What follows belongs to an exercise in optimizing a design on an open flow for small area, a short achievable clock period and few clock cycles per item; a production flow would make more cautious choices. RTL that was checked went through simulation tests only; none was proved equivalent to the original. Power is estimated from default activity; no workload was simulated.

==> inputs of build 4 <==
Design mult_diya_fp32, start of the top module:
module mult_diya_fp32 (
   input  logic        clk,
   input  logic        nRST,
   input  logic        valid_in,
   input  logic [31:0] data1,
   input  logic [31:0] data2,
   output logic [31:0] result,
   output logic        valid_out
);
   logic        sa, sb;
   logic [7:0]  ea, eb;
   logic [22:0] fa, fb;
   assign sa = data1[31];
   assign sb = data2[31];
   assign ea = data1[30:23];
   assign eb = data2[30:23];
   assign fa = data1[22:0];
   assign fb = data2[22:0];
   logic a_ff, b_ff, a_z, b_z, a_fz, b_fz, a_nan, b_nan, a_inf, b_inf, inf_zero;
   assign a_ff  = &ea;
   assign b_ff  = &eb;
   assign a_z   = ~|ea;
   assign b_z   = ~|eb;
   assign a_fz  = ~|fa;
   assign b_fz  = ~|fb;
   assign a_nan = a_ff & ~a_fz;
   assign b_nan = b_ff & ~b_fz;
   assign a_inf = a_ff & a_fz;
   assign b_inf = b_ff & b_fz;
   assign inf_zero = (a_inf & b_z) | (b_inf & a_z);
   logic        nan_d, cnan_d, s_d, sel_b, clr_d;
   logic [22:0] x_d;
   assign nan_d  = a_nan | b_nan | inf_zero;
   assign cnan_d = inf_zero;
   assign clr_d  = a_ff | b_ff;
   logic n1_1, n1_2, n1_3, n1_4, n1_5, n1_6, n1_7, n1_8, n1_9, n1_10, n1_11, n1_12, n1_13, n1_14, n1_15, n1_16;
   logic n1_17, n1_18, n1_19, n1_20, n1_21, n1_22, n1_23, n1_24, n1_25, n1_26, n1_27, n1_28, n1_29, n1_30, n1_31, n1_32;
  ...
==> flow/config.mk <==
export PLATFORM = sky130hd
export DESIGN_NAME = mult_diya_fp32
export DESIGN_NICKNAME = mult_diya_fp32
export VERILOG_FILES = /design/flow/design.v
export SDC_FILE = /design/flow/constraint.sdc
export NUM_CORES = 4
export LEC_CHECK = 0
export CAP_MARGIN = 20
export CORE_MARGIN = 2
export CORE_UTILIZATION = 40
export SLEW_MARGIN = 20
export SYNTH_HIERARCHICAL = 1
export SYNTH_MINIMUM_KEEP_SIZE = 0
==> flow/constraint.sdc <==
create_clock -name core_clock -period 14.0 [get_ports {clk}]
set_input_delay 2.8000 -clock core_clock [delete_from_list [all_inputs] [get_ports {clk}]]
set_output_delay 2.8000 -clock core_clock [all_outputs]
set_load 0.01 [all_outputs]
standard.sh (not shown) runs the stock make flow with config.mk's settings and CLKGATE_MAP_FILE= SYNTH_SCRIPT=/design/flow/synth_recipe.tcl, a recipe that flattens the netlist after the stock synthesis.
==> flow/flow/run.sh <==
#!/bin/bash
# Standard layout, with plain buffers (instead of the default delay-cell
# buffers) on the ports. Every port still gets its own buffer.
set -euo pipefail
export BUFFER_PORTS_ARGS="-buffer_cell sky130_fd_sc_hd__buf_2"
bash standard.sh > standard.log 2>&1
==> inputs of trial 90, as changes to build 4 <==
- CORE_UTILIZATION: 40 -> 65
==> summary.txt <==
Against trial 90, the global-route usage of build 4 is lower by 12 points. Against trial 90, the clock-buffer cell count of build 4 is higher by 1. In trial 90 the sequential share of layout area is higher than in build 4, by 0.43 points. Against build 4, the first-iteration DRC count of trial 90 is larger by about 30%. Of build 4 and trial 90, build 4 has the higher clock power (gap about 11%, measured against trial 90). Power: build 4 is larger than trial 90 (about 0.9%). Build 4 produced a clean layout. Trial 90 ran to the end with no violations. Of trial 90 and build 4, build 4 has the higher routed wire length (gap about 2.8%, measured against build 4).
Testbench counts of build 4, summed over its fixed seeds: cycles 16,024, items 16,000.
Testbench counts of trial 90, summed over its fixed seeds: cycles 16,024, items 16,000.

========
==> v22 <==
mult_diya_fp32, a different RTL version from the one above (not shown whole).
==> flow/config.mk <==
export PLATFORM = sky130hd
export DESIGN_NAME = mult_diya_fp32
export DESIGN_NICKNAME = mult_diya_fp32
export VERILOG_FILES = /design/flow/design.v
export SDC_FILE = /design/flow/constraint.sdc
export NUM_CORES = 4
export LEC_CHECK = 0
export CAP_MARGIN = 20
export CORE_MARGIN = 2
export CORE_UTILIZATION = 65
export SLEW_MARGIN = 60
export SYNTH_HIERARCHICAL = 1
export SYNTH_MINIMUM_KEEP_SIZE = 0
==> flow/constraint.sdc <==
create_clock -name core_clock -period 14.0 [get_ports {clk}]
set_input_delay 2.8000 -clock core_clock [delete_from_list [all_inputs] [get_ports {clk}]]
set_output_delay 2.8000 -clock core_clock [all_outputs]
set_load 0.01 [all_outputs]
Scripts as last shown in full above: flow/flow/run.sh
==> v9: changes against v22 <==
Settings changed: SLEW_MARGIN 60 to 20.
==> notes <==
In v9 the hold slack is lower than in v22, by 0.0011 ns. In v9 the setup slack is lower than in v22, by 0.15 ns. Against v22, the clock power of v9 is larger by 9.7%. In non-clock buffer count, v9 and v22 do not differ.
==> figures <==
Switching share of power: v9 0.449; v22 0.454
HPWL Detailed: v9 39,300 um; v22 39,300 um
Area of placed instances: v9 0.0228 mm2; v22 0.0228 mm2
Total met3 wirelength after detailed routing: v9 6930 um; v22 6860 um
Core occupancy in the finished layout: v9 0.713; v22 0.712
Total via count in the routed design: v9 17,300; v22 17,300
Final std cell area, no fill: v9 0.0238 mm2; v22 0.0238 mm2
DR WL/cell: v9 20.3 um; v22 20.2 um
Synthesis-to-finish area growth: v9 8.57%; v22 8.42%
Outcome: v9 finished clean; v22 finished clean
No run of this note included a check of the RTL's function; only the layout flow was run.

==> what the ideal ports hide <==
The results above use ideal ports. As a check the final layouts listed here were re-extracted and re-timed, cells and wires unchanged. Step 1 (the two cells are an assumption about what drives the block):
set clk [get_ports {clk}]
set_driving_cell -lib_cell sky130_fd_sc_hd__clkbuf_16 $clk
set_driving_cell -lib_cell sky130_fd_sc_hd__buf_2 [delete_from_list [all_inputs] $clk]
Step 2, shift: input delay + t, output delay - t, t = (earliest + latest rising clock arrival at the registers) / 2. This alone moves slack from input paths to output paths. Three values: ideal ports, drivers, drivers and shift; two values: the first two.
run	shift t [ns]	slack for setup (ns)	latest minus earliest clock arrival (ns)	worst slew at a driven data input, ns
build 4	0.651	9.825 / 9.825 / 9.522	0.035 / 0.035	0.07
trial 90	0.624	9.878 / 9.878 / 9.501	0.010 / 0.010	0.05
v22	0.625	9.971 / 10.009 / 9.385	0.029 / 0.029	0.05
v9	0.628	9.826 / 9.826 / 9.389	0.014 / 0.014	0.04
After both steps setup and hold are still met in every run listed. For v22, which loses most, drivers alone change the setup slack by +0.038 ns; drivers and shift together by -0.586 ns.
